This design comes from an exercise in tuning for small area and a short achievable clock period on the open sky130 flow, not from production work.
At most, simulation tests tie the RTL to the original design; equivalence was not proved.
For run 3, only the layout was checked, not whether the RTL still works.
Power figures rest on the tool's default switching activity, not on a simulated workload.

==> flow/design.v <==
package rv32i_pkg;
    localparam int xlen = 32;
    typedef logic [xlen-1:0] word_t;
    typedef logic [4:0]      reg_idx_t;
    localparam logic [6:0] opc_op     = 7'b0110011;
    localparam logic [6:0] opc_op_imm = 7'b0010011;
    localparam logic [6:0] opc_lui    = 7'b0110111;
    typedef struct packed {
        logic sub;     
        logic add;     
        logic nadd;    
        logic slt;     
        logic uns;     
        logic sll;     
        logic srl;     
        logic sra;     
        logic lxor;
        logic lor;
        logic land;
    } alu_ctl_t;
endpackage
`timescale 1ns/1ps
module reg_file (
    input  logic                clk,
    input  logic                rst_n,
    input  rv32i_pkg::reg_idx_t rs1,
    input  rv32i_pkg::reg_idx_t rs2,
    output rv32i_pkg::word_t    rs1_data,
    output rv32i_pkg::word_t    rs2_data,
    input  logic                wr_en,       
    input  rv32i_pkg::reg_idx_t wr_rd,
    input  rv32i_pkg::word_t    wr_data
);
    rv32i_pkg::word_t regs [1:31];
    rv32i_pkg::word_t wdata;
    logic [31:1]      we;
    assign wdata = rst_n ? wr_data : '0;
    genvar i;
    generate
        for (i = 1; i < 32; i++) begin : g_reg
            assign we[i] = wr_en && (wr_rd == i);
            always_ff @(posedge clk) begin
                if (!rst_n || we[i]) regs[i] <= wdata;
            end
        end
    endgenerate
    function automatic rv32i_pkg::word_t read_port(rv32i_pkg::reg_idx_t idx);
        rv32i_pkg::word_t acc;
        acc = '0;
        for (int k = 1; k < 32; k++) begin
            acc = acc | ({32{idx == k}} & regs[k]);
        end
        if (wr_en && wr_rd == idx) acc = wr_data;
        read_port = acc;
    endfunction
    assign rs1_data = read_port(rs1);
    assign rs2_data = read_port(rs2);
endmodule
`timescale 1ns/1ps
module decode_stage (
    input  logic                clk,
    input  logic                rst_n,
    input  logic                instr_valid,
    input  rv32i_pkg::word_t    instr,
    output rv32i_pkg::reg_idx_t rs1,
    output rv32i_pkg::reg_idx_t rs2,
    input  rv32i_pkg::word_t    rs1_data,
    input  rv32i_pkg::word_t    rs2_data,
    output logic                id_ex_valid,
    output rv32i_pkg::reg_idx_t id_ex_rd,
    output rv32i_pkg::word_t    id_ex_a,
    output rv32i_pkg::word_t    id_ex_b,
    output logic                id_ex_fwd_a,
    output logic                id_ex_fwd_b,
    output rv32i_pkg::alu_ctl_t id_ex_ctl
);
    logic [6:0] opcode;
    logic [2:0] f3;
    logic [4:0] rd;
    logic       is_op, is_imm, is_lui;
    rv32i_pkg::alu_ctl_t ctl;
    rv32i_pkg::word_t    imm, a_d, b_d;
    assign opcode = instr[6:0];
    assign f3     = instr[14:12];
    assign rd     = instr[11:7];
    assign rs1    = instr[19:15];
    assign rs2    = instr[24:20];
    assign is_op  = opcode == rv32i_pkg::opc_op;
    assign is_imm = opcode == rv32i_pkg::opc_op_imm;
    assign is_lui = opcode == rv32i_pkg::opc_lui;
    always_comb begin
        ctl = '0;
        if (is_lui) begin
            ctl.add = 1'b1;
        end else begin
            ctl.sub  = (f3 == 3'b000 && is_op && instr[30]) || f3 == 3'b010 || f3 == 3'b011;
            ctl.add  = f3 == 3'b000 && !(is_op && instr[30]);
            ctl.nadd = f3 == 3'b000 && is_op && instr[30];
            ctl.slt  = f3 == 3'b010 || f3 == 3'b011;
            ctl.uns  = f3 == 3'b011;
            ctl.sll  = f3 == 3'b001;
            ctl.srl  = f3 == 3'b101;
            ctl.sra  = f3 == 3'b101 && instr[30];
            ctl.lxor = f3 == 3'b100;
            ctl.lor  = f3 == 3'b110;
            ctl.land = f3 == 3'b111;
        end
    end
    assign imm = is_lui ? {instr[31:12], 12'b0} : {{20{instr[31]}}, instr[31:20]};
    assign a_d = is_lui ? '0 : (rs1_data ^ {32{ctl.sub}});
    assign b_d = is_op ? rs2_data : imm;
    always_ff @(posedge clk) begin
        if (!rst_n) begin
            id_ex_valid <= 1'b0;
        end else begin
            id_ex_valid <= instr_valid && (is_op || is_imm || is_lui) && rd != '0;
        end
    end
    always_ff @(posedge clk) begin
        id_ex_rd    <= rd;
        id_ex_a     <= a_d;
        id_ex_b     <= b_d;
        id_ex_fwd_a <= id_ex_valid && id_ex_rd == rs1 && !is_lui;
        id_ex_fwd_b <= id_ex_valid && id_ex_rd == rs2 && is_op;
        id_ex_ctl   <= ctl;
    end
endmodule
`timescale 1ns/1ps
module execute_stage (
    input  logic                clk,
    input  logic                rst_n,
    input  logic                id_ex_valid,
    input  rv32i_pkg::reg_idx_t id_ex_rd,
    input  rv32i_pkg::word_t    id_ex_a,
    input  rv32i_pkg::word_t    id_ex_b,
    input  logic                id_ex_fwd_a,
    input  logic                id_ex_fwd_b,
    input  rv32i_pkg::alu_ctl_t id_ex_ctl,
    output logic                wb_valid,
    output rv32i_pkg::reg_idx_t wb_rd,
    output rv32i_pkg::word_t    wb_data
);
    rv32i_pkg::alu_ctl_t c;
    rv32i_pkg::word_t    a, b, sum, res;
    logic [4:0]          sh;
    logic                a31, lt, cout;
    logic [4:0]          rot_amt;
    rv32i_pkg::word_t    rot, keep, keep_l, shft_r;
    logic                fill;
    assign c = id_ex_ctl;
    assign a = id_ex_fwd_a ? (wb_data ^ {32{c.sub}}) : id_ex_a;
    assign b = id_ex_fwd_b ? wb_data : id_ex_b;
    function automatic logic [32:0] add_ks(rv32i_pkg::word_t x, rv32i_pkg::word_t y);
        logic [31:0] g, p, gg, pp, ng, np;
        g  = x & y;
        p  = x ^ y;
        gg = g;
        pp = p;
        gg[1] = g[1] | ((p[1] & x[0]) & y[0]);
        pp[1] = p[1] & p[0];
        for (int i = 2; i < 32; i++) begin
            gg[i] = g[i] | (p[i] & g[i-1]);
            pp[i] = p[i] & p[i-1];
        end
        for (int l = 1; l < 5; l++) begin
            ng = gg;
            np = pp;
            for (int i = (1 << l); i < 32; i++) begin
                ng[i] = gg[i] | (pp[i] & gg[i - (1 << l)]);
                np[i] = pp[i] & pp[i - (1 << l)];
            end
            gg = ng;
            pp = np;
        end
        add_ks = {gg[31], p ^ {gg[30:0], 1'b0}};
    endfunction
    assign {cout, sum} = add_ks(a, b);
    assign a31 = ~a[31];
    assign lt  = (a31 != b[31]) ? (c.uns ? b[31] : a31) : cout;
    assign sh = b[4:0];
    assign rot_amt[0] = sh[0];
    assign rot_amt[1] = sh[1] ^ (c.sll & sh[0]);
    assign rot_amt[2] = sh[2] ^ (c.sll & |sh[1:0]);
    assign rot_amt[3] = sh[3] ^ (c.sll & |sh[2:0]);
    assign rot_amt[4] = sh[4] ^ (c.sll & |sh[3:0]);
    always_comb begin
        rot = a;
        for (int k = 0; k < 5; k++) begin
            if (rot_amt[k]) rot = (rot >> (1 << k)) | (rot << (32 - (1 << k)));
        end
    end
    always_comb begin
        for (int j = 0; j < 32; j++) begin
            keep_l[j] = sh <= 5'(j);
            keep[j]   = c.sll ? keep_l[j] : keep_l[31 - j];
        end
    end
    assign fill   = c.sra & a[31];
    assign shft_r = (keep & rot) | (~keep & {32{fill}});
    assign res = ({32{c.add}}  & sum)
               | ({32{c.nadd}} & ~sum)
               | ({32{c.slt}}  & {31'b0, lt})
               | ({32{c.sll | c.srl}} & shft_r)
               | ({32{c.lxor}} & (a ^ b))
               | ({32{c.lor}}  & (a | b))
               | ({32{c.land}} & (a & b));
    always_ff @(posedge clk) begin
        if (!rst_n) begin
            wb_valid <= 1'b0;
        end else begin
            wb_valid <= id_ex_valid;
        end
    end
    always_ff @(posedge clk) begin
        wb_rd   <= id_ex_rd;
        wb_data <= res;
    end
endmodule
`timescale 1ns/1ps
module rv32i_core (
    input  logic                clk,
    input  logic                rst_n,
    input  logic                instr_valid,
    input  rv32i_pkg::word_t    instr,
    output logic                wb_valid,
    output rv32i_pkg::reg_idx_t wb_rd,
    output rv32i_pkg::word_t    wb_data
);
    rv32i_pkg::reg_idx_t rs1_idx, rs2_idx;
    rv32i_pkg::word_t    rs1_data, rs2_data;
    logic                id_ex_valid;
    rv32i_pkg::reg_idx_t id_ex_rd;
    rv32i_pkg::word_t    id_ex_a, id_ex_b;
    logic                id_ex_fwd_a, id_ex_fwd_b;
    rv32i_pkg::alu_ctl_t id_ex_ctl;
    reg_file u_reg_file (
        .clk      (clk),
        .rst_n    (rst_n),
        .rs1      (rs1_idx),
        .rs2      (rs2_idx),
        .rs1_data (rs1_data),
        .rs2_data (rs2_data),
        .wr_en    (wb_valid),
        .wr_rd    (wb_rd),
        .wr_data  (wb_data)
    );
    decode_stage u_decode_stage (
        .clk         (clk),
        .rst_n       (rst_n),
        .instr_valid (instr_valid),
        .instr       (instr),
        .rs1         (rs1_idx),
        .rs2         (rs2_idx),
        .rs1_data    (rs1_data),
        .rs2_data    (rs2_data),
        .id_ex_valid (id_ex_valid),
        .id_ex_rd    (id_ex_rd),
        .id_ex_a     (id_ex_a),
        .id_ex_b     (id_ex_b),
        .id_ex_fwd_a (id_ex_fwd_a),
        .id_ex_fwd_b (id_ex_fwd_b),
        .id_ex_ctl   (id_ex_ctl)
    );
    execute_stage u_execute_stage (
        .clk         (clk),
        .rst_n       (rst_n),
        .id_ex_valid (id_ex_valid),
        .id_ex_rd    (id_ex_rd),
        .id_ex_a     (id_ex_a),
        .id_ex_b     (id_ex_b),
        .id_ex_fwd_a (id_ex_fwd_a),
        .id_ex_fwd_b (id_ex_fwd_b),
        .id_ex_ctl   (id_ex_ctl),
        .wb_valid    (wb_valid),
        .wb_rd       (wb_rd),
        .wb_data     (wb_data)
    );
endmodule
==> flow/run.sh <==
#!/bin/bash
# synth_recipe.tcl (not shown) runs the flow's synth.tcl, then flattens the netlist and writes it again
# the make line also repeats each setting of config.mk as NAME=value (left out here)
make -C /OpenROAD-flow-scripts/flow DESIGN_CONFIG=/design/flow/config.mk WORK_HOME=/design/flow/orfs CLKGATE_MAP_FILE= SYNTH_SCRIPT=/design/flow/synth_recipe.tcl finish
==> flow/config.mk <==
export PLATFORM = sky130hd
export DESIGN_NAME = rv32i_core
export DESIGN_NICKNAME = rv32i_core
export VERILOG_FILES = /design/flow/design.v
export SDC_FILE = /design/flow/constraint.sdc
export NUM_CORES = 4
export LEC_CHECK = 0
export CAP_MARGIN = 20
export CORE_MARGIN = 2
export CORE_UTILIZATION = 33
export CTS_BUF_LIST = sky130_fd_sc_hd__clkbuf_8
export CTS_CLUSTER_DIAMETER = 50
export CTS_CLUSTER_SIZE = 22
export PLACE_DENSITY = 0.42
export SETUP_SLACK_MARGIN = 2.5
export SLEW_MARGIN = 20
==> flow/constraint.sdc <==
create_clock -name core_clock -period 5.5 [get_ports {clk}]
set_input_delay 1.1000 -clock core_clock [delete_from_list [all_inputs] [get_ports {clk}]]
set_output_delay 1.1000 -clock core_clock [all_outputs]
set_load 0.01 [all_outputs]
==> results of run 1 <==
-- worst register-to-register path: cells and delay by family, from the launching register on --
kind / cells / cell delay (ns)
muxes: 4 / 1.47
AOI/OAI and AO/OA: 2 / 1.01
DFF: 1 / 0.41
buffers and inverters: 2 / 0.31
and+or+nand+nor: 1 / 0.15
-- cells by family after synthesis --
family | count (synthesis) | synth area share [%]
compound gates | 1403 | 20.7
xor+xnor | 113 | 1.93
fa+ha+maj | 64 | 1.53
buf+inv | 429 | 3.21
flops | 1113 | 61.7
mux | 180 | 4.12
simple gates | 718 | 6.77
-- state kept, by name (all words and copies together) (netlist names) --
name and cells:
u_decode_stage.id_ex_ctl 11, u_execute_stage.wb_rd 5, u_decode_stage.id_ex_fwd_b 1, u_decode_stage.id_ex_b 32
u_reg_file.regs 992, u_execute_stage.wb_data 32, u_decode_stage.id_ex_rd 5, u_decode_stage.id_ex_a 32
u_decode_stage.id_ex_fwd_a 1, u_decode_stage.id_ex_valid 1, u_execute_stage.wb_valid 1
-- per-stage QoR --
| stage | utilization (%) | cell area, um2 |
|---|---|---|
| after floorplan | - | 52600 |
| after global placement | 37.0 | 57900 |
| after detailed placement | 37.1 | 58000 |
| after CTS | 41.6 | 65200 |
| after global routing | 42.6 | 66700 |
| final | 42.6 | 66700 |
-- what timing repair did --
item | CTS | global route
gates cloned | 8 | 3
gates resized for setup | 380 | 177
pin swaps | 96 | 60
buffers inserted | 252 | 71
setup endpoints to repair | 383 | 90
-- worst max path at each step --
stage                                      start                     endpoint  slack [ns]  depth (start not counted)
floorplan               u_execute_stage.wb_valid       u_reg_file.regs[15][0]        1.75                          4
global placement                       instr[21]    u_decode_stage.id_ex_b[0]        0.67                         10
detailed placement                     instr[21]    u_decode_stage.id_ex_b[0]        0.59                         10
CTS                   u_decode_stage.id_ex_fwd_a  u_execute_stage.wb_data[31]        2.04                         15
global route        u_decode_stage.id_ex_ctl[10]  u_execute_stage.wb_data[27]        1.90                         18
finish                u_decode_stage.id_ex_fwd_a  u_execute_stage.wb_data[15]        2.00                          9
-- placed cells by master, fill, tap and decap left out, types with 22 or more instances in the layout --
cell type,netlist,final
nor2_4,0,68
buf_12,0,113
xnor2_1,84,76
edfxtp_1,992,992
mux2i_4,2,37
nor3_1,57,35
xor2_1,27,25
dlygate4sd2_1,0,37
buf_4,1,438
a21oi_1,108,85
mux2i_2,0,37
buf_6,2,40
nor2_1,193,122
nand2_1,119,113
dfxtp_4,0,23
mux4_2,25,25
ha_1,64,33
a22oi_1,300,299
clkdlybuf4s50_1,0,25
o21ai_0,182,105
o21ai_4,0,38
o211ai_1,22,22
dfxtp_1,121,92
mux2i_1,144,72
inv_1,113,110
clkbuf_8,0,141
nand4_1,120,120
a22o_1,300,300
a221oi_1,302,297
inv_6,0,32
and2_1,36,34
nand3_1,115,109
o21ai_2,0,23
a222oi_1,93,93
-- report_power, final --
part / switching (mW) / total (mW) / internal, mW / leakage [nW]
combinational: 3.64 / 5.75 / 2.11 / 11.0
clock: 3.96 / 7.08 / 3.12 / 1.59
sequential: 1.10 / 12.0 / 10.9 / 11.2
-- layer usage --
metal  up-vias  global-route usage (%)
li1      17668                       -
met2      4667                    56.2
met4        20                    25.7
met1     23499                    46.6
met3      1351                    12.9
met5         -                   0.952
-- final cells by class --
class | count | area share (%)
flip-flops and latches | 1113 | 48.4
repair buffers | 685 | 10.7
diodes | 15 | 0.0563
multi-input cells | 2480 | 31.5
well taps | 2058 | 3.86
clock inverters | 110 | 1.89
clock buffers | 141 | 2.91
inverters | 117 | 0.672
==> results.sh, run 1 <==
export IMPL_dr_max_layer_used="met5"
export IMPL_hold_path_class="reg -> reg"
export IMPL_core_region_area_um2=157000
export IMPL_dr_pass1_iters=14
export IMPL_maxCapViolCount=0
export IMPL_syn_area_per_cell_um2=13.0
export IMPL_cts_root_buffer="clkbuf_8"
export IMPL_crit_buf_inv=2
export IMPL_synthCells=4020
export IMPL_synth_edff_count=992
export IMPL_setup_ws_ns=2.00
export IMPL_grt_pass1_vias=44002
export IMPL_htreeDepth=4
export IMPL_m1WireLength_mm=112
export IMPL_synth_area_top_cells="edfxtp_1, a221oi_1, a22o_1"
export IMPL_cp_slowest_cell="mux4_2"
export IMPL_clk_pin_slew_ns=0.07
export IMPL_cts_max_path_buffers=3
export IMPL_yosysMostFrequentCell="edfxtp_1"
export IMPL_fp_dieW_um=402
export IMPL_worstHoldEndpoint="u_execute_stage.wb_rd[0]"
export IMPL_met2_length_mm=135
export IMPL_cts_buffers=135
export IMPL_drc=0
export IMPL_antenna_found_initial=16
export IMPL_arrival_ns=4.29
export IMPL_yosysWarningCount=4
export IMPL_grt_ovfl_total=0
export IMPL_post_drt_wl_per_cell_um=47.0
export IMPL_num_vias=47205
export IMPL_vdd_ir_drop_max_uv=205
export IMPL_yosys_area_top_type_share_pct=57.1
export IMPL_slew_violations=0
export IMPL_fmax_mhz=286
export IMPL_reg2reg_depth=9
export IMPL_p_per_area_nw_per_um2=372
export IMPL_critPathMaxFanout=12
export IMPL_crit_path_end_kind="flip-flop"
export IMPL_syn_nets=4119
export IMPL_routabilityCongestion=0.936
export IMPL_clkSinkCount=1113
export IMPL_yosysUniqueCellTypes=73
export IMPL_max_slew_margin_pct=18.9
export IMPL_grt_start_max_net_pins=38
export IMPL_syn2layout_area_growth_pct=27.8
export IMPL_post_synth_instance_area_um2=52200
export IMPL_status="no timing/DRC/antenna violations"
export IMPL_synth_seq_cells=1113
export IMPL_setup_tns_ns=0
export IMPL_postCtsHoldBufs=0
export IMPL_hp_start="u_decode_stage.id_ex_rd[0]"
export IMPL_ys_flop_type="edfxtp_1"
export IMPL_synth_async_sr_flop_share_pct=0
export IMPL_start_util_pct=33.3
export IMPL_worstReg2RegEnd="u_execute_stage.wb_data[15]"
export IMPL_io_buffers=72
export IMPL_multi_input_area_um2=21000
export IMPL_period_share_pct=63.7
export IMPL_grt_usage_pct=37.9
export IMPL_final_hold_violation_count=0
export IMPL_setup_viol=0
export IMPL_io_pins=73
export IMPL_die_y_um=402
export IMPL_ant_nets=0
export IMPL_skew_ns=0.0721
export IMPL_hold_ws_ns=0.411
export IMPL_via_per_inst=7.03
export IMPL_path_class="reg -> reg"
export IMPL_finalNetCount=4631
export IMPL_fin_crit_ns=3.50
export IMPL_seq_area_um2=32300
export IMPL_n_fill_cell=14408
export IMPL_r2r_setup_slack_ns=2.00
export IMPL_rsz0062_at_grt="yes"
export IMPL_tritoncts="done"
export IMPL_totalWireLength_mm=316
export IMPL_cp_cell_sequence="buf_12 > buf_12 > o21ai_0 > mux2i_1 > mux4_2 > mux2_4 > mux2_4 > o211ai_1 > nand4_1"
export IMPL_grt_first_pass_wirelength_mm=411
export IMPL_path_delay_family="multiplexers"
export IMPL_die_area_um2=161000
export IMPL_clk_latency_ns=0.99
export IMPL_yosys_area_top_type="edfxtp_1"
export IMPL_slowest_delay_ns=0.56
export IMPL_ys_seq_area_share_pct=61.7
export IMPL_design_power_total_mw=24.8
export IMPL_drive_gt1_share_pct=27.9
export IMPL_r2r_start="u_decode_stage.id_ex_fwd_a"
export IMPL_drt_iter0_markers=10716
export IMPL_worstPathRequired_ns=6.29
export IMPL_leakage_nw=23.8
export IMPL_worst_slew_pin_slew_ns=1.22
export IMPL_row_count=145
export IMPL_wl_met3_mm=41.6
export IMPL_hpwl_mm=185
export IMPL_synthTopCellsByCount="edfxtp_1, a221oi_1, a22o_1, a22oi_1, clkbuf_1"
export IMPL_whs_path_depth=0
export IMPL_pre_cts_slack_ns=0.593
export IMPL_dp_cells=6118
export IMPL_startpoint_type="flip-flop"
export IMPL_final_cells=6719
==> run 2: changes to the inputs <==
--- a/flow/design.v
+++ b/flow/design.v
@@ -73,2 +73,4 @@
     output logic                id_ex_fwd_a,
+    output logic                id_ex_fwd_an,
+    output logic                id_ex_nofwd_a,
     output logic                id_ex_fwd_b,
@@ -82,2 +84,3 @@
     rv32i_pkg::word_t    imm, a_d, b_d;
+    logic                fwd_a;
     assign opcode = instr[6:0];
@@ -111,2 +114,3 @@
     assign b_d = is_op ? rs2_data : imm;
+    assign fwd_a = id_ex_valid && id_ex_rd == rs1 && !is_lui;
     always_ff @(posedge clk) begin
@@ -122,3 +126,5 @@
         id_ex_b     <= b_d;
-        id_ex_fwd_a <= id_ex_valid && id_ex_rd == rs1 && !is_lui;
+        id_ex_fwd_a   <= fwd_a && !ctl.sub;
+        id_ex_fwd_an  <= fwd_a && ctl.sub;
+        id_ex_nofwd_a <= !fwd_a;
         id_ex_fwd_b <= id_ex_valid && id_ex_rd == rs2 && is_op;
@@ -136,2 +142,4 @@
     input  logic                id_ex_fwd_a,
+    input  logic                id_ex_fwd_an,
+    input  logic                id_ex_nofwd_a,
     input  logic                id_ex_fwd_b,
@@ -143,5 +151,6 @@
     rv32i_pkg::alu_ctl_t c;
+    rv32i_pkg::word_t    wb_data_n;
     rv32i_pkg::word_t    a, b, sum, res;
     logic [4:0]          sh;
-    logic                a31, lt, cout;
+    logic                a31, lt;
     logic [4:0]          rot_amt;
@@ -150,5 +159,7 @@
     assign c = id_ex_ctl;
-    assign a = id_ex_fwd_a ? (wb_data ^ {32{c.sub}}) : id_ex_a;
+    assign a = ({32{id_ex_fwd_a}}   & wb_data)
+             | ({32{id_ex_fwd_an}}  & wb_data_n)
+             | ({32{id_ex_nofwd_a}} & id_ex_a);
     assign b = id_ex_fwd_b ? wb_data : id_ex_b;
-    function automatic logic [32:0] add_ks(rv32i_pkg::word_t x, rv32i_pkg::word_t y);
+    function automatic rv32i_pkg::word_t add_ks(rv32i_pkg::word_t x, rv32i_pkg::word_t y);
         logic [31:0] g, p, gg, pp, ng, np;
@@ -174,7 +185,7 @@
         end
-        add_ks = {gg[31], p ^ {gg[30:0], 1'b0}};
+        add_ks = p ^ {gg[30:0], 1'b0};
     endfunction
-    assign {cout, sum} = add_ks(a, b);
+    assign sum = add_ks(a, b);
     assign a31 = ~a[31];
-    assign lt  = (a31 != b[31]) ? (c.uns ? b[31] : a31) : cout;
+    assign lt  = (a31 != b[31]) ? (c.uns ? b[31] : a31) : ~sum[31];
     assign sh = b[4:0];
@@ -215,3 +226,4 @@
         wb_rd   <= id_ex_rd;
-        wb_data <= res;
+        wb_data   <= res;
+        wb_data_n <= ~res;
     end
@@ -233,3 +245,3 @@
     rv32i_pkg::word_t    id_ex_a, id_ex_b;
-    logic                id_ex_fwd_a, id_ex_fwd_b;
+    logic                id_ex_fwd_a, id_ex_fwd_an, id_ex_nofwd_a, id_ex_fwd_b;
     rv32i_pkg::alu_ctl_t id_ex_ctl;
@@ -260,2 +272,4 @@
         .id_ex_fwd_a (id_ex_fwd_a),
+        .id_ex_fwd_an (id_ex_fwd_an),
+        .id_ex_nofwd_a (id_ex_nofwd_a),
         .id_ex_fwd_b (id_ex_fwd_b),
@@ -271,2 +285,4 @@
         .id_ex_fwd_a (id_ex_fwd_a),
+        .id_ex_fwd_an (id_ex_fwd_an),
+        .id_ex_nofwd_a (id_ex_nofwd_a),
         .id_ex_fwd_b (id_ex_fwd_b),
==> flow/flow/run.sh (new file) <==
#!/bin/bash
# Standard ORFS layout (the standard.sh, standard synthesis unchanged),
# with clock tree synthesis told not to add dummy loads for balancing, and
# plain buffers (instead of delay cells) on the ports.
set -uo pipefail
export CTS_ARGS="-sink_clustering_enable -repair_clock_nets -dont_use_dummy_load -buf_list sky130_fd_sc_hd__clkbuf_8 -sink_clustering_size 22 -sink_clustering_max_diameter 50"
export BUFFER_PORTS_ARGS="-buffer_cell sky130_fd_sc_hd__buf_2"
bash standard.sh finish > flow_make.log 2>&1
rc=$?
echo "standard.sh exit $rc" >> flow_make.log
exit $rc
==> flow/standard.sh (new file) <==
#!/bin/bash
# synth_recipe.tcl (not shown) runs the flow's synth.tcl, then flattens the netlist and writes it again
# the make line also repeats each setting of config.mk as NAME=value (left out here)
make -C /OpenROAD-flow-scripts/flow DESIGN_CONFIG=/design/flow/config.mk WORK_HOME=/design/flow/orfs CLKGATE_MAP_FILE= SYNTH_SCRIPT=/design/flow/synth_recipe.tcl "${@:-finish}"
removed: flow/run.sh
==> run 2 against run 1 <==
Wire length rose by 3.9%. Sequential cell count is 33 higher. Sequential power about the same. Via count increased by 4.9%. Critical path type unchanged.
==> results.sh, run 2 <==
export IMPL_status="no timing/DRC/antenna violations"
export IMPL_max_slew_margin_pct=19.9
export IMPL_clk_pin_slew_ns=0.07
export IMPL_ys_flop_type="edfxtp_1"
export IMPL_p_comb_share_pct=23.4
export IMPL_post_drt_wl_per_cell_um=46.9
export IMPL_cp_cell_sequence="buf_4 > a222oi_1 > buf_4 > clkinvlp_4 > ha_4 > a211oi_4 > buf_4 > o21bai_1 > a21oi_1 > o21bai_1 > a21boi_1 > xor2_1 > mux2i_1 > o2111ai_1"
export IMPL_clk_latency_ns=0.96
export IMPL_startpoint_type="flip-flop"
export IMPL_skew_ns=0.120
export IMPL_grt_ovfl_total=0
export IMPL_swShare_pct=33.0
export IMPL_die_area_um2=167000
export IMPL_grt_first_pass_wirelength_mm=430
export IMPL_critical_path_most_common_cell="buf_4"
export IMPL_setup_viol=0
export IMPL_synth_compound_area_share_pct=20.2
export IMPL_ys_seq_area_share_pct=61.0
export IMPL_htreeDepth=4
export IMPL_net_switching_power_mw=7.44
export IMPL_final_hold_violation_count=0
export IMPL_yosys_area_top_type_share_pct=55.3
export IMPL_clock_power_share_pct=23.8
export IMPL_slowest_delay_ns=0.46
export IMPL_grt_pass1_vias=46109
export IMPL_antenna_found_initial=33
export IMPL_path_class="reg -> reg"
export IMPL_synthCells=4284
export IMPL_period_share_pct=65.1
export IMPL_yosysMostFrequentCell="edfxtp_1"
export IMPL_tritoncts="done"
export IMPL_synth_area_top_cells="edfxtp_1, a22oi_1, dfxtp_1"
export IMPL_synth_edff_count=992
export IMPL_maxCapViolCount=0
export IMPL_num_vias=49499
export IMPL_io_buffers=72
export IMPL_syn2layout_area_growth_pct=23.2
export IMPL_dr_pass1_iters=10
export IMPL_design_power_total_mw=22.5
export IMPL_routabilityCongestion=0.931
export IMPL_largest_register="u_reg_file.regs"
export IMPL_synth_seq_cells=1146
export IMPL_leakage_nw=24.3
export IMPL_final_core_util_pct=40.9
export IMPL_setup_tns_ns=0
export IMPL_pre_cts_slack_ns=0.835
export IMPL_syn_area_per_cell_um2=12.6
export IMPL_intPower_mw=15.1
export IMPL_hpwl_mm=195
export IMPL_worst_slew_pin_slew_ns=1.20
export IMPL_synthTopCellsByCount="edfxtp_1, a22oi_1, nand2_1"
export IMPL_rsz0062_at_grt="yes"
export IMPL_via_per_inst=7.08
export IMPL_cts_max_path_buffers=3
export IMPL_slew_violations=0
export IMPL_syn_nets=4383
export IMPL_setup_ws_ns=1.92
export IMPL_io_pins=73
export IMPL_r2r_setup_slack_ns=1.92
export IMPL_yosysUniqueCellTypes=86
export IMPL_critPathMaxFanout=7
export IMPL_drive_gt1_share_pct=26.9
export IMPL_cts_root_buffer="clkbuf_8"
export IMPL_row_count=148
export IMPL_finalNetCount=4907
export IMPL_drc=0
export IMPL_worstPathRequired_ns=6.27
export IMPL_largest_reg_flops=992
export IMPL_cp_slowest_cell="a21oi_1"
export IMPL_p_per_area_nw_per_um2=339
export IMPL_die_y_um=408
export IMPL_postCtsHoldBufs=0
export IMPL_core_region_area_um2=162000
export IMPL_start_util_pct=33.2
export IMPL_hold_path_class="in -> reg"
export IMPL_cts_buffers=140
export IMPL_synthAdderAreaFrac_pct=1.49
export IMPL_mostFrequentLayoutCell="edfxtp_1"
export IMPL_grt_usage_pct=38.0
export IMPL_synthMuxAreaShare_pct=3.96
export IMPL_grt_start_max_net_pins=53
export IMPL_yosys_area_share_simple_pct=8.95
export IMPL_vdd_ir_drop_max_uv=282
export IMPL_post_synth_instance_area_um2=53900
export IMPL_synth_xor_area_share_pct=1.42
export IMPL_ant_nets=0
export IMPL_clkSinkCount=1146
export IMPL_arrival_ns=4.34
export IMPL_fmax_mhz=279
export IMPL_totalWireLength_mm=328
export IMPL_drt_iter0_markers=10747
export IMPL_yosysWarningCount=4
export IMPL_pwr_share_seq_pct=52.9
export IMPL_crit_path_end_kind="flip-flop"
export IMPL_fp_dieW_um=408
export IMPL_synth_top_family_by_area="compound AO/OA/AOI/OAI gates"
export IMPL_mostFrequentLayoutCells="edfxtp_1, a22oi_1, buf_4"
export IMPL_fin_crit_ns=3.58
export IMPL_synth_async_sr_flop_share_pct=0
export IMPL_yosys_area_top_type="edfxtp_1"
run 2: cell count changes after synthesis, sizes merged, moves of 34 or more:
| cell | change |
|---|---|
| a22o | -106 |
| mux2i | -57 |
| o21ai | -45 |
| nand3 | -36 |
| mux2 | +34 |
| a221oi | -113 |
| a22oi | +239 |
| nor4 | +39 |
| xnor2 | -53 |
| nor2 | +43 |
| nand2 | +208 |
run 2: cell families after synthesis:
| family | count (synthesis) |
|---|---|
| compound gates | 1407 |
| xor+xnor | 81 |
| fa+ha+maj | 64 |
| buf+inv | 415 |
| flops | 1146 |
| mux | 164 |
| simple gates | 1007 |
run 2: layer usage:
metal | track usage [%] | up-vias | part of all wire, %
met2 | 56.0 | 4892 | 42
li1 | - | 18441 | -
met4 | 25.0 | 26 | 8.3
met5 | 0.144 | - | 0.059
met1 | 47.5 | 24807 | 36
met3 | 12.5 | 1333 | 13
run 2: power groups by stage:
stage                     Combinational (mW)  Clock, mW  Sequential, mW
after CTS                               4.82       5.37            11.8
final                                   5.26       5.36            11.9
after global placement                  4.15          0            12.0
after global routing                    5.42       5.70            11.9
after floorplan                         2.34          0            11.5
after detailed placement                4.13          0            12.0
run 2: final timing paths:
check / start / to / cells after the start
setup reg to reg: u_decode_stage.id_ex_fwd_a / u_execute_stage.wb_data[15] / 14
hold reg to reg: u_decode_stage.id_ex_rd[1] / u_execute_stage.wb_rd[1] / 0
setup / recovery: u_decode_stage.id_ex_fwd_a / u_execute_stage.wb_data[15] / 14
hold / removal: instr[9] / u_decode_stage.id_ex_rd[2] / 1
run 2: layout make-up:
| type | count | area (um2) |
|---|---|---|
| Inverter | 92 | 373 |
| Tap cell | 2175 | 2720 |
| Timing Repair Buffer | 700 | 6550 |
| Antenna cell | 13 | 32.5 |
| Sequential cell | 1146 | 32900 |
| Clock buffer | 140 | 1930 |
| Multi-Input combinational cell | 2728 | 21900 |
| Fill cell | 15147 | 96000 |
run 2: timing repair:
item,CTS,global route
gates cloned,7,3
buffers inserted,298,66
gates resized for setup,253,109
pin swaps,156,59
endpoints found under the setup margin,521,120
run 2: critical path: cells and delay by family (launching register included):
kind | cells | cell delay (ns)
adders and majority gates | 1 | 0.17
DFF | 1 | 0.40
buffers and inverters | 4 | 0.61
xor gates and xnor gates | 1 | 0.21
muxes | 1 | 0.27
AOI/OAI and AO/OA | 7 | 1.75
run 2: through the flow:
step / hold WS (ns) / area [um2] / cells
after floorplan: 0.373 / 54600 / 4284
after global placement: 0.390 / 59300 / 6464
after detailed placement: 0.387 / 59300 / 6467
after CTS: 0.202 / 65300 / 6912
after global routing: 0.218 / 66400 / 6982
final: 0.274 / 66400 / 6994
==> run 3: changes to the inputs <==
--- a/flow/design.v
+++ b/flow/design.v
@@ -10,3 +10,2 @@
         logic add;     
-        logic nadd;    
         logic slt;     
@@ -73,4 +72,2 @@
     output logic                id_ex_fwd_a,
-    output logic                id_ex_fwd_an,
-    output logic                id_ex_nofwd_a,
     output logic                id_ex_fwd_b,
@@ -84,3 +81,2 @@
     rv32i_pkg::word_t    imm, a_d, b_d;
-    logic                fwd_a;
     assign opcode = instr[6:0];
@@ -99,4 +95,3 @@
             ctl.sub  = (f3 == 3'b000 && is_op && instr[30]) || f3 == 3'b010 || f3 == 3'b011;
-            ctl.add  = f3 == 3'b000 && !(is_op && instr[30]);
-            ctl.nadd = f3 == 3'b000 && is_op && instr[30];
+            ctl.add  = f3 == 3'b000;
             ctl.slt  = f3 == 3'b010 || f3 == 3'b011;
@@ -112,5 +107,4 @@
     assign imm = is_lui ? {instr[31:12], 12'b0} : {{20{instr[31]}}, instr[31:20]};
-    assign a_d = is_lui ? '0 : (rs1_data ^ {32{ctl.sub}});
-    assign b_d = is_op ? rs2_data : imm;
-    assign fwd_a = id_ex_valid && id_ex_rd == rs1 && !is_lui;
+    assign a_d = is_lui ? '0 : rs1_data;
+    assign b_d = (is_op ? rs2_data : imm) ^ {32{ctl.sub}};
     always_ff @(posedge clk) begin
@@ -126,5 +120,3 @@
         id_ex_b     <= b_d;
-        id_ex_fwd_a   <= fwd_a && !ctl.sub;
-        id_ex_fwd_an  <= fwd_a && ctl.sub;
-        id_ex_nofwd_a <= !fwd_a;
+        id_ex_fwd_a <= id_ex_valid && id_ex_rd == rs1 && !is_lui;
         id_ex_fwd_b <= id_ex_valid && id_ex_rd == rs2 && is_op;
@@ -142,4 +134,2 @@
     input  logic                id_ex_fwd_a,
-    input  logic                id_ex_fwd_an,
-    input  logic                id_ex_nofwd_a,
     input  logic                id_ex_fwd_b,
@@ -148,9 +138,11 @@
     output rv32i_pkg::reg_idx_t wb_rd,
-    output rv32i_pkg::word_t    wb_data
+    output rv32i_pkg::word_t    wb_data,
+    output logic                wr_en,
+    output rv32i_pkg::reg_idx_t wr_rd,
+    output rv32i_pkg::word_t    wr_data
 );
     rv32i_pkg::alu_ctl_t c;
-    rv32i_pkg::word_t    wb_data_n;
     rv32i_pkg::word_t    a, b, sum, res;
     logic [4:0]          sh;
-    logic                a31, lt;
+    logic                b31, lt;
     logic [4:0]          rot_amt;
@@ -158,9 +150,14 @@
     logic                fill;
+    logic                wr_en_n;
+    rv32i_pkg::reg_idx_t wr_rd_n;
+    rv32i_pkg::word_t    wr_data_n;
     assign c = id_ex_ctl;
-    assign a = ({32{id_ex_fwd_a}}   & wb_data)
-             | ({32{id_ex_fwd_an}}  & wb_data_n)
-             | ({32{id_ex_nofwd_a}} & id_ex_a);
-    assign b = id_ex_fwd_b ? wb_data : id_ex_b;
-    function automatic rv32i_pkg::word_t add_ks(rv32i_pkg::word_t x, rv32i_pkg::word_t y);
-        logic [31:0] g, p, gg, pp, ng, np;
+    assign wr_en   = ~wr_en_n;
+    assign wr_rd   = ~wr_rd_n;
+    assign wr_data = ~wr_data_n;
+    assign a = id_ex_fwd_a ? wr_data : id_ex_a;
+    assign b = id_ex_fwd_b ? (wr_data ^ {32{c.sub}}) : id_ex_b;
+    function automatic rv32i_pkg::word_t add_pp(rv32i_pkg::word_t x, rv32i_pkg::word_t y,
+                                                logic cin);
+        logic [31:0] g, p, gg, pp;
         g  = x & y;
@@ -169,23 +166,16 @@
         pp = p;
-        gg[1] = g[1] | ((p[1] & x[0]) & y[0]);
-        pp[1] = p[1] & p[0];
-        for (int i = 2; i < 32; i++) begin
-            gg[i] = g[i] | (p[i] & g[i-1]);
-            pp[i] = p[i] & p[i-1];
-        end
-        for (int l = 1; l < 5; l++) begin
-            ng = gg;
-            np = pp;
-            for (int i = (1 << l); i < 32; i++) begin
-                ng[i] = gg[i] | (pp[i] & gg[i - (1 << l)]);
-                np[i] = pp[i] & pp[i - (1 << l)];
+        gg[0] = g[0] | (p[0] & cin);
+        for (int l = 0; l < 5; l++) begin
+            for (int i = 0; i < 32; i++) begin
+                if (((i >> l) & 1) == 1) begin
+                    gg[i] = gg[i] | (pp[i] & gg[((i >> l) << l) - 1]);
+                    pp[i] = pp[i] & pp[((i >> l) << l) - 1];
+                end
             end
-            gg = ng;
-            pp = np;
-        end
-        add_ks = p ^ {gg[30:0], 1'b0};
+        end
+        add_pp = p ^ {gg[30:0], cin};
     endfunction
-    assign sum = add_ks(a, b);
-    assign a31 = ~a[31];
-    assign lt  = (a31 != b[31]) ? (c.uns ? b[31] : a31) : ~sum[31];
+    assign sum = add_pp(a, b, c.sub);
+    assign b31 = ~b[31];
+    assign lt  = (a[31] != b31) ? (c.uns ? b31 : a[31]) : sum[31];
     assign sh = b[4:0];
@@ -211,3 +201,2 @@
     assign res = ({32{c.add}}  & sum)
-               | ({32{c.nadd}} & ~sum)
                | ({32{c.slt}}  & {31'b0, lt})
@@ -220,10 +209,13 @@
             wb_valid <= 1'b0;
+            wr_en_n  <= 1'b1;
         end else begin
             wb_valid <= id_ex_valid;
-        end
-    end
-    always_ff @(posedge clk) begin
-        wb_rd   <= id_ex_rd;
+            wr_en_n  <= ~id_ex_valid;
+        end
+    end
+    always_ff @(posedge clk) begin
+        wb_rd     <= id_ex_rd;
         wb_data   <= res;
-        wb_data_n <= ~res;
+        wr_rd_n   <= ~id_ex_rd;
+        wr_data_n <= ~res;
     end
@@ -245,4 +237,7 @@
     rv32i_pkg::word_t    id_ex_a, id_ex_b;
-    logic                id_ex_fwd_a, id_ex_fwd_an, id_ex_nofwd_a, id_ex_fwd_b;
+    logic                id_ex_fwd_a, id_ex_fwd_b;
     rv32i_pkg::alu_ctl_t id_ex_ctl;
+    logic                wr_en;
+    rv32i_pkg::reg_idx_t wr_rd;
+    rv32i_pkg::word_t    wr_data;
     reg_file u_reg_file (
@@ -254,5 +249,5 @@
         .rs2_data (rs2_data),
-        .wr_en    (wb_valid),
-        .wr_rd    (wb_rd),
-        .wr_data  (wb_data)
+        .wr_en    (wr_en),
+        .wr_rd    (wr_rd),
+        .wr_data  (wr_data)
     );
@@ -272,4 +267,2 @@
         .id_ex_fwd_a (id_ex_fwd_a),
-        .id_ex_fwd_an (id_ex_fwd_an),
-        .id_ex_nofwd_a (id_ex_nofwd_a),
         .id_ex_fwd_b (id_ex_fwd_b),
@@ -285,4 +278,2 @@
         .id_ex_fwd_a (id_ex_fwd_a),
-        .id_ex_fwd_an (id_ex_fwd_an),
-        .id_ex_nofwd_a (id_ex_nofwd_a),
         .id_ex_fwd_b (id_ex_fwd_b),
@@ -291,3 +282,6 @@
         .wb_rd       (wb_rd),
-        .wb_data     (wb_data)
+        .wb_data     (wb_data),
+        .wr_en       (wr_en),
+        .wr_rd       (wr_rd),
+        .wr_data     (wr_data)
     );
==> flow/run.sh (new file) <==
#!/bin/bash
# synth_recipe.tcl (not shown) runs the flow's synth.tcl, then flattens the netlist and writes it again
# the make line also repeats each setting of config.mk as NAME=value (left out here)
make -C /OpenROAD-flow-scripts/flow DESIGN_CONFIG=/design/flow/config.mk WORK_HOME=/design/flow/orfs CLKGATE_MAP_FILE= SYNTH_SCRIPT=/design/flow/synth_recipe.tcl finish
--- a/flow/config.mk
+++ b/flow/config.mk
@@ -10,5 +10,2 @@
 export CORE_UTILIZATION = 33
-export CTS_BUF_LIST = sky130_fd_sc_hd__clkbuf_8
-export CTS_CLUSTER_DIAMETER = 50
-export CTS_CLUSTER_SIZE = 22
 export PLACE_DENSITY = 0.42
removed: flow/flow/run.sh
removed: flow/standard.sh
==> run 3 against run 2 <==
Non-clock buffer count shrank 103. Critical endpoint is now u_execute_stage.wb_data[29]. First-iteration DRC count fell by 5.7%. Design area up 3.5%. Sequential power barely moved. Sequential cell count grew 4. Maximum frequency is 5.0% lower. Still clean. Global-route usage decreased by 0.90 points. Sequential share of layout area shrank 1.6 points. Final cell count decreased by 1.6%.
==> results.sh, run 3 <==
export IMPL_status="no timing/DRC/antenna violations"
export IMPL_yosysWarningCount=4
export IMPL_rsz0062_at_grt="yes"
export IMPL_yosysUniqueCellTypes=86
export IMPL_routabilityCongestion=0.949
export IMPL_vdd_ir_drop_max_uv=251
export IMPL_yosys_area_top_type_share_pct=55.2
export IMPL_row_count=148
export IMPL_maxCapViolCount=0
export IMPL_worstPathRequired_ns=6.24
export IMPL_dr_pass1_iters=10
export IMPL_io_pins=73
export IMPL_synth_async_sr_flop_share_pct=0
export IMPL_final_hold_violation_count=0
export IMPL_cts_buffers=132
export IMPL_grt_usage_pct=37.1
export IMPL_path_class="reg -> reg"
export IMPL_fmax_mhz=266
export IMPL_synth_area_top_cells="edfxtp_1, a22oi_1, dfxtp_1"
export IMPL_p_per_area_nw_per_um2=381
export IMPL_clk_latency_ns=0.81
export IMPL_yosys_area_top_type="edfxtp_1"
export IMPL_grt_first_pass_wirelength_mm=417
export IMPL_mostFrequentLayoutCells="edfxtp_1, a22oi_1, buf_4"
export IMPL_arrival_ns=4.50
export IMPL_die_area_um2=167000
export IMPL_mostFrequentLayoutCell="edfxtp_1"
export IMPL_clkSinkCount=1150
export IMPL_skew_ns=0.0373
export IMPL_design_power_total_mw=26.2
export IMPL_period_share_pct=68.5
export IMPL_synth_seq_cells=1150
export IMPL_slowest_delay_ns=0.39
export IMPL_grt_pass1_vias=44709
export IMPL_setup_viol=0
export IMPL_synthTopCellsByCount="edfxtp_1, a22oi_1, clkbuf_1"
export IMPL_num_vias=47775
export IMPL_setup_tns_ns=0
export IMPL_postCtsHoldBufs=0
export IMPL_totalWireLength_mm=320
export IMPL_max_slew_margin_pct=18.1
export IMPL_fp_dieW_um=408
export IMPL_fin_crit_ns=3.76
export IMPL_grt_ovfl_total=0
export IMPL_ys_flop_type="edfxtp_1"
export IMPL_slew_violations=0
export IMPL_cp_slowest_cell="fa_2"
export IMPL_post_drt_wl_per_cell_um=46.5
export IMPL_antenna_found_initial=20
export IMPL_leakage_nw=25.2
export IMPL_synthCells=4176
export IMPL_die_y_um=408
export IMPL_largest_register="u_reg_file.regs"
export IMPL_synth_edff_count=992
export IMPL_drive_gt1_share_pct=26.6
export IMPL_drt_iter0_markers=10133
export IMPL_core_region_area_um2=163000
export IMPL_crit_path_end_kind="flip-flop"
export IMPL_tritoncts="done"
export IMPL_critical_path_most_common_cell="buf_6"
export IMPL_hpwl_mm=189
export IMPL_grt_start_max_net_pins=39
export IMPL_ys_seq_area_share_pct=61.1
export IMPL_drc=0
export IMPL_finalNetCount=4693
export IMPL_start_util_pct=33.2
export IMPL_yosysMostFrequentCell="edfxtp_1"
export IMPL_ant_nets=0
export IMPL_syn2layout_area_growth_pct=27.4
export IMPL_cts_max_path_buffers=3
export IMPL_post_synth_instance_area_um2=53900
export IMPL_htreeDepth=4
export IMPL_cts_root_buffer="clkbuf_16"
export IMPL_startpoint_type="flip-flop"
export IMPL_critPathMaxFanout=4
export IMPL_via_per_inst=6.94
export IMPL_largest_reg_flops=992
export IMPL_clk_pin_slew_ns=0.07
export IMPL_syn_area_per_cell_um2=12.9
export IMPL_io_buffers=72
export IMPL_hold_path_class="reg -> reg"
export IMPL_syn_nets=4281
export IMPL_worst_slew_pin_slew_ns=1.23
export IMPL_cp_cell_sequence="xnor2_2 > mux2_4 > inv_16 > fa_2 > inv_2 > fa_2 > a211oi_4 > o21a_2 > buf_6 > nor4_4 > buf_6 > o21ai_4 > a21oi_4 > o21a_1 > buf_6 > o21a_4 > o31ai_4 > buf_4"
## run 3: final timing paths
check / slack (ns) / depth (start not counted) / start / endpoint
worst max-delay path: 1.74 / 18 / u_execute_stage.wr_data_n[0] / u_execute_stage.wb_data[29]
worst min-delay path: 0.47 / 0 / u_decode_stage.id_ex_rd[0] / u_execute_stage.wb_rd[0]
worst max register to register: 1.74 / 18 / u_execute_stage.wr_data_n[0] / u_execute_stage.wb_data[29]
worst min register to register: 0.47 / 0 / u_decode_stage.id_ex_rd[0] / u_execute_stage.wb_rd[0]
## run 3: stage by stage
stage / cell area (um2) / instances / hold WS [ns] / utilization, % / setup WS [ns]
CTS: 67700 / 6828 / 0.487 / 41.7 / 1.78
detailed placement: 59700 / 6370 / 0.479 / 36.7 / 0.581
global route: 68700 / 6870 / 0.489 / 42.3 / 1.69
finish: 68700 / 6881 / 0.473 / 42.3 / 1.74
floorplan: 54500 / 4176 / 0.385 / - / 1.80
global placement: 59600 / 6367 / 0.486 / 36.6 / 0.486
## run 3: area by class of cell
class | count | area (um2)
repair inverters | 2 | 13.8
well taps | 2175 | 2720
repair buffers | 597 | 6170
flip-flops and latches | 1150 | 33000
clock buffers | 173 | 3620
multi-input cells | 2588 | 21900
inverters | 117 | 473
diodes | 12 | 30.0
fillers | 15106 | 93800
clock inverters | 67 | 851
## run 3: repair_timing
| item | CTS | global route |
|---|---|---|
| gates resized for setup | 373 | 116 |
| endpoints found under the setup margin | 148 | 101 |
| buffers inserted | 207 | 39 |
| cloned | 11 | 1 |
| pin swaps | 127 | 74 |
## run 3: layer usage
| layer | global-route usage [%] | vias to the layer above | part of all wire [%] |
|---|---|---|---|
| met3 | 13.6 | 1344 | 13 |
| li1 | - | 17816 | - |
| met2 | 55.5 | 4600 | 43 |
| met4 | 22.9 | 26 | 7.9 |
| met5 | 0 | - | 0.061 |
| met1 | 45.5 | 23989 | 36 |
## run 3: cell families after synthesis
kind of cell / count (synthesis) / synth area share [%]
AND/OR/NAND/NOR: 835 / 7.75
flip-flops: 1150 / 61.1
XOR/XNOR: 101 / 1.75
adder cells (fa/ha/maj): 70 / 1.71
multiplexers: 228 / 5.12
buffers and inverters: 442 / 3.25
AO/OA/AOI/OAI: 1350 / 19.3
## run 3: where the power goes
group	leakage [nW]	switching, mW	internal, mW
registers	11.5	1.01	10.9
logic	11.5	3.11	1.90
clock network	2.16	3.87	5.43
## run 3: worst max-delay path, delay by kind of cell (launching register included)
kind	cells	cell delay [ns]
DFF	1	0.37
buffers and inverters	6	0.70
adders and majority gates	2	0.57
xor gates and xnor gates	1	0.12
muxes	1	0.32
AOI/OAI and AO/OA	7	1.57
and+or+nand+nor	1	0.03

## separate check: timing with driven ports
In the flow no input, the clock included, has a driving cell. The finished layouts below were timed again as built, in two steps. Step 1 (the two cells are an assumption about what drives the block):
set clk [get_ports {clk}]
set_driving_cell -lib_cell sky130_fd_sc_hd__clkbuf_16 $clk
set_driving_cell -lib_cell sky130_fd_sc_hd__buf_2 [delete_from_list [all_inputs] $clk]
Step 2, shift: input delay + t, output delay - t, t = (earliest + latest rising clock arrival at the registers) / 2. This alone moves slack from input paths to output paths. Three values: ideal ports, drivers, drivers and shift; two values: the first two.
run	t (ns)	setup WS [ns]	hold WS [ns]	cell pins on the clock port's net
run 1	1.027	1.999 / 1.999 / 1.430	0.411 / 0.411 / 0.411	1
run 2	0.986	1.922 / 1.922 / 1.267	0.274 / 0.212 / 0.384	1
run 3	0.875	1.735 / 1.735 / 1.591	0.473 / 0.473 / 0.473	1
After both steps every run listed still meets setup and hold. For run 2, which loses most, drivers alone change the setup slack by 0.000 ns; drivers and shift together by -0.655 ns.
